From an optimization exercise on the open Yosys and OpenROAD flow, aimed at small area and few clock cycles per item; shortcuts taken in it are not production practice. In this exercise RTL edits were held to simulation tests only and were not proved equivalent to the original. Power figures rest on the tool's default switching activity, not on a simulated workload.

===== flow/run.sh =====
#!/bin/bash
# synth_recipe.tcl (not shown) runs the flow's synth.tcl, then flattens the netlist and writes it again
# the make line also repeats each setting of config.mk as NAME=value (left out here)
make -C /OpenROAD-flow-scripts/flow DESIGN_CONFIG=/design/flow/config.mk WORK_HOME=/design/flow/orfs CLKGATE_MAP_FILE= SYNTH_SCRIPT=/design/flow/synth_recipe.tcl finish

===== flow/config.mk =====
export PLATFORM = sky130hd
export DESIGN_NAME = ifu_top
export DESIGN_NICKNAME = ifu_top
export VERILOG_FILES = /design/flow/design.v
export SDC_FILE = /design/flow/constraint.sdc
export NUM_CORES = 4
export LEC_CHECK = 0
export CAP_MARGIN = 20
export CORE_MARGIN = 2
export CORE_UTILIZATION = 40
export SLEW_MARGIN = 20

===== flow/constraint.sdc =====
create_clock -name core_clock -period 5.0 [get_ports {clk}]
set_input_delay 1.0000 -clock core_clock [delete_from_list [all_inputs] [get_ports {clk}]]
set_output_delay 1.0000 -clock core_clock [all_outputs]
set_load 0.01 [all_outputs]

===== flow/design.v =====
`default_nettype none
package ifu_pkg;
    typedef logic [63:0] addr_t;
    typedef logic [63:0] word_t;
    typedef logic [1:0]  resp_t;
    typedef logic [31:0] inst_t;
    typedef logic [15:0] half_t;
    typedef enum logic [1:0] {
        SLOT0 = 2'd0,
        SLOT1 = 2'd1,
        SLOT2 = 2'd2,
        SLOT3 = 2'd3
    } slot_e;
    localparam addr_t RESET_PC = 64'h0;
    localparam int MAX_INFLIGHT = 4;
    localparam addr_t WORD_BYTES = 64'd8;
    localparam logic [1:0] FULL_OPCODE = 2'b11;
endpackage
`default_nettype wire
`timescale 1ns/1ps
`default_nettype none
module fetch_request (
    input  wire                 clk,
    input  wire                 rst_n,
    input  wire                 jump_flag,
    input  wire ifu_pkg::addr_t jump_addr,
    input  wire                 arready,
    input  wire                 rvalid,
    input  wire                 pop,
    output logic                arvalid,
    output ifu_pkg::addr_t      araddr,
    output logic                buf_wen
);
    typedef logic [$clog2(ifu_pkg::MAX_INFLIGHT + 1) - 1:0] cnt_t;
    ifu_pkg::addr_t fetch_pc;
    cnt_t           pend_cnt;    
    cnt_t           owed_cnt;    
    cnt_t           drop_cnt;    
    cnt_t           pend_next;
    cnt_t           owed_next;
    logic           accept;
    logic           below_limit;
    assign accept  = arvalid & arready;
    assign araddr  = fetch_pc;
    assign buf_wen = rvalid & (drop_cnt == '0);
    always_comb begin
        pend_next = pend_cnt;
        if (accept && !pop) begin
            pend_next = pend_cnt + cnt_t'(1);
        end else if (!accept && pop) begin
            pend_next = pend_cnt - cnt_t'(1);
        end
        owed_next = owed_cnt;
        if (accept && !rvalid) begin
            owed_next = owed_cnt + cnt_t'(1);
        end else if (!accept && rvalid) begin
            owed_next = owed_cnt - cnt_t'(1);
        end
    end
    assign below_limit = (pend_next != cnt_t'(ifu_pkg::MAX_INFLIGHT)) &&
                         (owed_next != cnt_t'(ifu_pkg::MAX_INFLIGHT));
    always_ff @(posedge clk or negedge rst_n) begin
        if (!rst_n) begin
            fetch_pc <= ifu_pkg::RESET_PC;
            arvalid  <= 1'b0;
            pend_cnt <= '0;
            owed_cnt <= '0;
            drop_cnt <= '0;
        end else begin
            owed_cnt <= owed_next;
            if (jump_flag) begin
                fetch_pc <= jump_addr & ~(ifu_pkg::WORD_BYTES - 64'd1);
                arvalid  <= 1'b0;
                pend_cnt <= '0;
                drop_cnt <= owed_next;
            end else begin
                pend_cnt <= pend_next;
                if (accept) begin
                    fetch_pc <= fetch_pc + ifu_pkg::WORD_BYTES;
                end
                arvalid <= (arvalid && !accept) || below_limit;
                if (rvalid && drop_cnt != '0) begin
                    drop_cnt <= drop_cnt - cnt_t'(1);
                end
            end
        end
    end
endmodule
`default_nettype wire
`timescale 1ns/1ps
`default_nettype none
module fetch_buffer (
    input  wire                 clk,
    input  wire                 rst_n,
    input  wire                 jump_flag,
    input  wire                 wen,
    input  wire ifu_pkg::word_t wdata,
    input  wire ifu_pkg::resp_t wresp,
    input  wire                 pop,
    output ifu_pkg::word_t      head_data,
    output ifu_pkg::resp_t      head_resp,
    output logic                not_empty
);
    typedef logic [$clog2(ifu_pkg::MAX_INFLIGHT) - 1:0]     ptr_t;
    typedef logic [$clog2(ifu_pkg::MAX_INFLIGHT + 1) - 1:0] cnt_t;
    ifu_pkg::word_t data_mem [ifu_pkg::MAX_INFLIGHT];
    ifu_pkg::resp_t resp_mem [ifu_pkg::MAX_INFLIGHT];
    ptr_t           wr_ptr;
    ptr_t           rd_ptr;
    cnt_t           count;
    function automatic ptr_t ptr_inc(input ptr_t p);
        if (p == ptr_t'(ifu_pkg::MAX_INFLIGHT - 1)) begin
            ptr_inc = '0;
        end else begin
            ptr_inc = p + ptr_t'(1);
        end
    endfunction
    assign head_data = data_mem[rd_ptr];
    assign head_resp = resp_mem[rd_ptr];
    assign not_empty = (count != '0);
    always_ff @(posedge clk) begin
        if (wen) begin
            data_mem[wr_ptr] <= wdata;
            resp_mem[wr_ptr] <= wresp;
        end
    end
    always_ff @(posedge clk or negedge rst_n) begin
        if (!rst_n) begin
            wr_ptr <= '0;
            rd_ptr <= '0;
            count  <= '0;
        end else if (jump_flag) begin
            wr_ptr <= '0;
            rd_ptr <= '0;
            count  <= '0;
        end else begin
            if (wen) begin
                wr_ptr <= ptr_inc(wr_ptr);
            end
            if (pop) begin
                rd_ptr <= ptr_inc(rd_ptr);
            end
            if (wen && !pop) begin
                count <= count + cnt_t'(1);
            end else if (!wen && pop) begin
                count <= count - cnt_t'(1);
            end
        end
    end
endmodule
`default_nettype wire
`timescale 1ns/1ps
`default_nettype none
module inst_aligner (
    input  wire                 clk,
    input  wire                 rst_n,
    input  wire                 jump_flag,
    input  wire ifu_pkg::addr_t jump_addr,
    input  wire ifu_pkg::word_t head_data,
    input  wire ifu_pkg::resp_t head_resp,
    input  wire                 not_empty,
    input  wire                 space,
    output logic                pop,
    output logic                item_valid,
    output ifu_pkg::inst_t      item_inst,
    output logic                item_compressed,
    output ifu_pkg::resp_t      item_resp,
    output ifu_pkg::addr_t      item_tval,
    output ifu_pkg::addr_t      item_pc
);
    ifu_pkg::addr_t pc_q;
    ifu_pkg::half_t left_half;    
    ifu_pkg::resp_t left_resp;
    logic           left_valid;
    ifu_pkg::slot_e slot;
    ifu_pkg::inst_t window;
    logic           is_comp;
    logic           load_only;
    logic           fire;
    assign slot = ifu_pkg::slot_e'(pc_q[2:1]);
    always_comb begin
        case (slot)
            ifu_pkg::SLOT0: window = head_data[31:0];
            ifu_pkg::SLOT1: window = head_data[47:16];
            ifu_pkg::SLOT2: window = head_data[63:32];
            default:        window = {head_data[15:0], left_half};
        endcase
    end
    assign is_comp = (window[1:0] != ifu_pkg::FULL_OPCODE);
    assign load_only = (slot == ifu_pkg::SLOT3) && !left_valid && not_empty;
    assign fire      = not_empty && space && !((slot == ifu_pkg::SLOT3) && !left_valid);
    assign pop = load_only ||
                 (fire && ((slot == ifu_pkg::SLOT1 && !is_comp) || slot == ifu_pkg::SLOT2));
    assign item_valid      = fire;
    assign item_compressed = is_comp;
    assign item_inst       = is_comp ? {{16{1'b0}}, window[15:0]} : window;
    assign item_pc         = pc_q;
    always_comb begin
        item_resp = head_resp;
        item_tval = pc_q;
        if (slot == ifu_pkg::SLOT3) begin
            if (is_comp || left_resp != '0) begin
                item_resp = left_resp;
            end
            if (!is_comp && left_resp == '0) begin
                item_tval = pc_q + 64'd2;
            end
        end
    end
    always_ff @(posedge clk) begin
        if (pop) begin
            left_half <= head_data[63:48];
            left_resp <= head_resp;
        end
    end
    always_ff @(posedge clk or negedge rst_n) begin
        if (!rst_n) begin
            pc_q       <= ifu_pkg::RESET_PC;
            left_valid <= 1'b0;
        end else if (jump_flag) begin
            pc_q       <= jump_addr;
            left_valid <= 1'b0;
        end else begin
            if (fire) begin
                pc_q <= pc_q + (is_comp ? 64'd2 : 64'd4);
            end
            if (pop) begin
                left_valid <= 1'b1;
            end
        end
    end
endmodule
`default_nettype wire
`timescale 1ns/1ps
`default_nettype none
module decode_queue (
    input  wire                 clk,
    input  wire                 rst_n,
    input  wire                 jump_flag,
    input  wire                 item_valid,
    input  wire ifu_pkg::inst_t item_inst,
    input  wire                 item_compressed,
    input  wire ifu_pkg::resp_t item_resp,
    input  wire ifu_pkg::addr_t item_tval,
    input  wire ifu_pkg::addr_t item_pc,
    input  wire                 inst_ready,
    output logic                space,
    output logic                inst_valid,
    output ifu_pkg::inst_t      inst,
    output logic                compressed,
    output ifu_pkg::resp_t      rresp_out,
    output ifu_pkg::addr_t      tval,
    output ifu_pkg::addr_t      pc
);
    ifu_pkg::inst_t q_inst [2];
    logic           q_comp [2];
    ifu_pkg::resp_t q_resp [2];
    ifu_pkg::addr_t q_tval [2];
    ifu_pkg::addr_t q_pc   [2];
    logic [1:0]     q_valid;
    logic           sel;       
    logic           wr_idx;
    logic           push;
    logic           deq;
    assign space  = ~(q_valid[0] & q_valid[1]);
    assign push   = item_valid & space;
    assign wr_idx = q_valid[sel] ? ~sel : sel;
    assign inst_valid = q_valid[sel];
    assign deq        = inst_valid & inst_ready;
    assign inst       = q_inst[sel];
    assign compressed = q_comp[sel];
    assign rresp_out  = q_resp[sel];
    assign tval       = q_tval[sel];
    assign pc         = q_pc[sel];
    always_ff @(posedge clk) begin
        if (push) begin
            q_inst[wr_idx] <= item_inst;
            q_comp[wr_idx] <= item_compressed;
            q_resp[wr_idx] <= item_resp;
            q_tval[wr_idx] <= item_tval;
            q_pc[wr_idx]   <= item_pc;
        end
    end
    always_ff @(posedge clk or negedge rst_n) begin
        if (!rst_n) begin
            q_valid <= 2'b00;
            sel     <= 1'b0;
        end else if (jump_flag) begin
            q_valid <= 2'b00;
            sel     <= 1'b0;
        end else begin
            if (deq) begin
                q_valid[sel] <= 1'b0;
                sel          <= ~sel;
            end
            if (push) begin
                q_valid[wr_idx] <= 1'b1;
            end
        end
    end
endmodule
`default_nettype wire
`timescale 1ns/1ps
`default_nettype none
module ifu_top (
    input  wire                 clk,
    input  wire                 rst_n,
    output wire ifu_pkg::addr_t araddr,
    output wire                 arvalid,
    input  wire                 arready,
    input  wire                 rvalid,
    input  wire ifu_pkg::word_t rdata,
    input  wire ifu_pkg::resp_t rresp,
    input  wire                 jump_flag,
    input  wire ifu_pkg::addr_t jump_addr,
    output wire                 inst_valid,
    input  wire                 inst_ready,
    output wire ifu_pkg::inst_t inst,
    output wire                 compressed,
    output wire ifu_pkg::resp_t rresp_out,
    output wire ifu_pkg::addr_t tval,
    output wire ifu_pkg::addr_t pc
);
    wire                 buf_wen;
    wire                 buf_pop;
    wire                 buf_not_empty;
    wire ifu_pkg::word_t head_data;
    wire ifu_pkg::resp_t head_resp;
    wire                 q_space;
    wire                 item_valid;
    wire ifu_pkg::inst_t item_inst;
    wire                 item_compressed;
    wire ifu_pkg::resp_t item_resp;
    wire ifu_pkg::addr_t item_tval;
    wire ifu_pkg::addr_t item_pc;
    fetch_request u_fetch_request (
        .clk       (clk),
        .rst_n     (rst_n),
        .jump_flag (jump_flag),
        .jump_addr (jump_addr),
        .arready   (arready),
        .rvalid    (rvalid),
        .pop       (buf_pop),
        .arvalid   (arvalid),
        .araddr    (araddr),
        .buf_wen   (buf_wen)
    );
    fetch_buffer u_fetch_buffer (
        .clk       (clk),
        .rst_n     (rst_n),
        .jump_flag (jump_flag),
        .wen       (buf_wen),
        .wdata     (rdata),
        .wresp     (rresp),
        .pop       (buf_pop),
        .head_data (head_data),
        .head_resp (head_resp),
        .not_empty (buf_not_empty)
    );
    inst_aligner u_inst_aligner (
        .clk             (clk),
        .rst_n           (rst_n),
        .jump_flag       (jump_flag),
        .jump_addr       (jump_addr),
        .head_data       (head_data),
        .head_resp       (head_resp),
        .not_empty       (buf_not_empty),
        .space           (q_space),
        .pop             (buf_pop),
        .item_valid      (item_valid),
        .item_inst       (item_inst),
        .item_compressed (item_compressed),
        .item_resp       (item_resp),
        .item_tval       (item_tval),
        .item_pc         (item_pc)
    );
    decode_queue u_decode_queue (
        .clk             (clk),
        .rst_n           (rst_n),
        .jump_flag       (jump_flag),
        .item_valid      (item_valid),
        .item_inst       (item_inst),
        .item_compressed (item_compressed),
        .item_resp       (item_resp),
        .item_tval       (item_tval),
        .item_pc         (item_pc),
        .inst_ready      (inst_ready),
        .space           (q_space),
        .inst_valid      (inst_valid),
        .inst            (inst),
        .compressed      (compressed),
        .rresp_out       (rresp_out),
        .tval            (tval),
        .pc              (pc)
    );
endmodule
`default_nettype wire

==> Flow_metrics.wiki <==
{| class="wikitable"
! Metric !! Value
|-
| Synth Flop Type || edfxtp_1
|-
| Remaining number of nets flagged by the antenna check after routing || 0
|-
| Multi-input logic area || 9970 µm²
|-
| Die area || 83,300 µm²
|-
| Horiz. Die Dim || 289 µm
|-
| Total vias in the final route || 19,690
|-
| Share of cells above drive strength 1 || 21.2%
|-
| Wire length of the first global-routing pass || 134,000 µm
|-
| Hpwl dp || 65,600 µm
|-
| Fraction of registers with async set or reset after synthesis || 19.4%
|-
| EDFF count, synth || 606
|-
| Top post-synthesis cells by area || edfxtp_1 56%, dfrtp_1 11%, mux2_2 9.5%
|-
| Vias in the first global route || 19,756
|-
| 1st-iter DRT viols || 1,815
|-
| Worst-case clock buffer depth || 3
|-
| Tightest slew margin relative to the limit || 30.5%
|-
| Setup slack of the most critical reg-to-reg path || 730 ps
|-
| DR vias/cell || 5.48
|-
| Total setup violations reported at the end of the flow || 0
|-
| Setup repair after global routing missed its margin || no
|-
| Critical Path Fanout Max || 10
|-
| GRT Residual Overflow || 0
|-
| Mapped Avg Cell Area || 15.6 µm²
|-
| GPL Wtd Cong || 0.954
|-
| Clock transition at the registers of the reported paths || 60 ps
|-
| Type of origin of the critical path || register
|-
| Total of hold buffers inserted after clock tree synthesis || 0
|-
| Tightest Pin Transition || 1040 ps
|-
| Crit. End Element || register
|-
| Syn Inst Count || 2,078
|-
| Final Max Slew Viols || 0
|-
| Worst endpoint data arrival time || 4790 ps
|-
| Maximum number of pins on one net before global-route repair || 78
|-
| Number of buffers created by CTS || 82
|-
| Pre-CTS setup slack || 801 ps
|-
| Cell total after placement || 3,439
|-
| Number of search-and-repair iterations in the first detailed-routing pass || 7
|-
| Kind of critical path || reg -> reg
|-
| Clk sinks || 752
|-
| Tot GR Track Use || 22.0%
|-
| Placeable core area || 80,300 µm²
|-
| Worst-skew pair later-pin latency || 640 ps
|-
| Area growth from synthesis to final layout || 23.9%
|-
| Remaining design rule violation count || 0
|-
| Buffer type at the clock tree root || clkbuf_16
|-
| Netlist area before placement || 32,400 µm²
|-
| I/O pin count || 365
|-
| MaxCap Viol Count || 0
|-
| Number of buffers inserted to repair setup after CTS || 0
|-
| Result of the run || finished clean
|-
| DIE HEIGHT || 289 µm
|-
| Worst vdd ir || 334 µV
|-
| Areal power density over the cells || 545 nW/µm²
|-
| Post-synth top cells || 606 x edfxtp_1, 272 x mux2_2, 155 x nor2_1
|-
| Upper clock frequency limit || 0.234 GHz
|-
| Sequential area share after synthesis || 67.5%
|-
| Routed wirelength normalized by instance count || 25.8 µm
|-
| Post-layout minimum cycle time || 4270 ps
|-
| DRT Wirelength || 92,800 µm
|-
| Layout fillers || 6,711
|-
| # H-tree levels || 3
|-
| Number of warnings printed during yosys synthesis || 4
|-
| Area share of the largest cell type after synthesis || 56.2%
|-
| Post-route clock period utilization || 85.4%
|-
| Static leakage power || 13.5 nW
|-
| Post-CTS sizing || 0
|-
| Final std cells w/o fill || 3,592
|-
| Data required time of the worst path || 5520 ps
|-
| Number of buffers added on ports || 361
|-
| TritonCTS clock tree || done
|-
| Cell accounting for the most synthesized area || edfxtp_1
|-
| Effective utilization at floorplan || 40.3%
|-
| Synth cell types || 67
|-
| Worst setup slack after layout || 730 ps
|-
| Number of antenna violations at the first check in global routing || 11
|-
| Post-synthesis register bit count || 752
|-
| Most common cell in the synthesized netlist || edfxtp_1
|-
| Class of the tightest hold or removal check || in -> async
|-
| FF+latch area || 21,900 µm²
|-
| Final setup skew || 23.2 ps
|-
| Number of nets in the layout || 2,624
|-
| Standard-cell row count || 104
|-
| Final hold violations || 0
|}
## worst max-delay path, cell delays in order, from the launching register on
cell and delay (ps):
dfrtp_1 560, inv_1 110, ha_1 250, and2b_2 220
a222oi_1 400, a31o_1 240, or2_2 160, ha_1 190
fa_1 210, nand3_1 100, nor2_1 750, nand3_1 330
nor3_1 270, xor2_1 100, mux2_2 260
## path summary, 6_finish.rpt
path,start,endpoint,depth (start not counted)
min in group core_clock,u_inst_aligner.pc_q[0]$_DFFE_PN0P_,u_decode_queue.q_pc[1][0]$_DFFE_PP_,0
setup reg to reg,u_inst_aligner.pc_q[2]$_DFFE_PN0N_,u_inst_aligner.pc_q[63]$_DFFE_PN0N_,14
hold reg to reg,u_inst_aligner.pc_q[0]$_DFFE_PN0P_,u_decode_queue.q_pc[1][0]$_DFFE_PP_,0
hold / removal,rst_n,u_inst_aligner.pc_q[0]$_DFFE_PN0P_,1
setup / recovery,u_inst_aligner.pc_q[2]$_DFFE_PN0N_,u_inst_aligner.pc_q[63]$_DFFE_PN0N_,14
max in group asynchronous,rst_n,u_inst_aligner.pc_q[41]$_DFFE_PN0N_,2
## flip-flops by register name (all words and copies together) (netlist names), 3 cells and up
| name | flops |
|---|---|
| u_decode_queue.q_tval | 126 |
| u_fetch_buffer.count | 3 |
| u_fetch_request.pend_cnt | 3 |
| u_fetch_request.owed_cnt | 3 |
| u_fetch_buffer.resp_mem | 8 |
| u_decode_queue.q_inst | 64 |
| u_inst_aligner.left_half | 16 |
| u_decode_queue.q_resp | 4 |
| u_fetch_request.drop_cnt | 3 |
| u_fetch_buffer.data_mem | 256 |
| u_inst_aligner.pc_q | 64 |
| u_fetch_request.fetch_pc | 61 |
| u_decode_queue.q_pc | 128 |
## cell usage in the layout, fill, tap and decap left out, types with 4 or more instances in the layout
cell	count
a22oi_1	4
clkinv_2	12
nand4_1	45
mux2_2	272
clkdlybuf4s50_1	360
clkinv_8	4
nor3_1	34
or3_1	8
clkbuf_16	82
nor4_1	10
dfrtp_1	143
xor2_1	82
buf_4	31
inv_1	33
and3_1	14
nand2b_1	4
mux4_2	60
mux2i_1	11
nor2_1	154
and4_1	12
xnor2_1	106
ha_1	18
buf_12	9
nand3_1	59
and2_4	4
nand2_1	109
a222oi_1	28
bufinv_16	11
clkbuf_1	11
clkinv_1	18
or4_4	4
o21ai_0	9
edfxtp_1	606
a21oi_1	55
a31oi_1	8
a211oi_1	18
or2_2	8
and2_1	8
## cell type report
| type | count | share of cell area, % |
|---|---|---|
| Clock buffer | 96 | 5.32 |
| Tap cell | 1060 | 3.31 |
| Sequential cell | 752 | 54.5 |
| Multi-Input combinational cell | 1193 | 24.9 |
| Antenna cell | 1 | 0.00624 |
| Timing Repair Buffer | 403 | 10.2 |
| Inverter | 36 | 0.343 |
| Clock inverter | 51 | 1.52 |
## power by group
group          internal [mW]  leakage [nW]  switching (mW)
clock network           3.64          1.34            2.49
logic                   3.10          4.94            3.52
registers               8.50          7.25           0.621
## cell families after synthesis
family	count (synthesis)	synth area share, %
buffers and inverters	135	1.86
and+or+nand+nor	498	7.71
DFF	752	67.5
AOI/OAI and AO/OA	139	3.00
adders and majority gates	21	0.850
other	1	0.0116
muxes	344	14.0
xor gates and xnor gates	188	5.08
## per-layer routing
layer	share of wire, %	vias up	GRT usage (%)
li1	-	8680	-
met1	40	10031	28.6
met2	48	795	35.8
met3	8.5	168	6.11
met4	3.2	16	7.36
met5	0.11	-	0
## stage by stage
stage / power, mW / utilization [%] / hold slack [ps] / setup TNS, ps / instance area (µm²)
3_3_place_gp: 15.8 / 46.4 / 445 / 0 / 37300
2_1_floorplan: 12.8 / - / 437 / -306490 / 32400
4_1_cts: 22.1 / 49.8 / 421 / 0 / 40000
5_1_grt: 22.9 / 50.0 / 441 / 0 / 40100
6_report: 21.9 / 50.0 / 405 / 0 / 40100
3_5_place_dp: 15.9 / 46.4 / 468 / 0 / 37300
Testbench counts, summed over its fixed seeds: cycles 75,121, items 40,294.

## static timing again, ports no longer ideal
Ports are ideal in the flow. The routed layout listed here was re-timed in OpenROAD.
Step 1, drivers: a clkbuf_16 drives clk and a buf_2 each remaining input, both assumed.
Step 2 adds t to the input delays and takes it off the output delays; t is the mean of the earliest and latest rising clock arrival at the registers after step 1. Input paths then give back, and output paths get back, about the clock's delay inside the block.
Three values: ideal ports, drivers, drivers and shift; two values: the first two.
shift t [ns]: 0.687
setup slack, ns: 0.730 / 0.730 / 0.703
worst hold slack (ns): 0.405 / 0.384 / 0.481
latest minus earliest clock arrival (ns): 0.025 / 0.026
worst register clock-pin slew, ns: 0.06 / 0.06
After both steps setup and hold are still met in this run. The setup slack of this run moves by 0.000 ns with the drivers and by -0.027 ns with both steps.
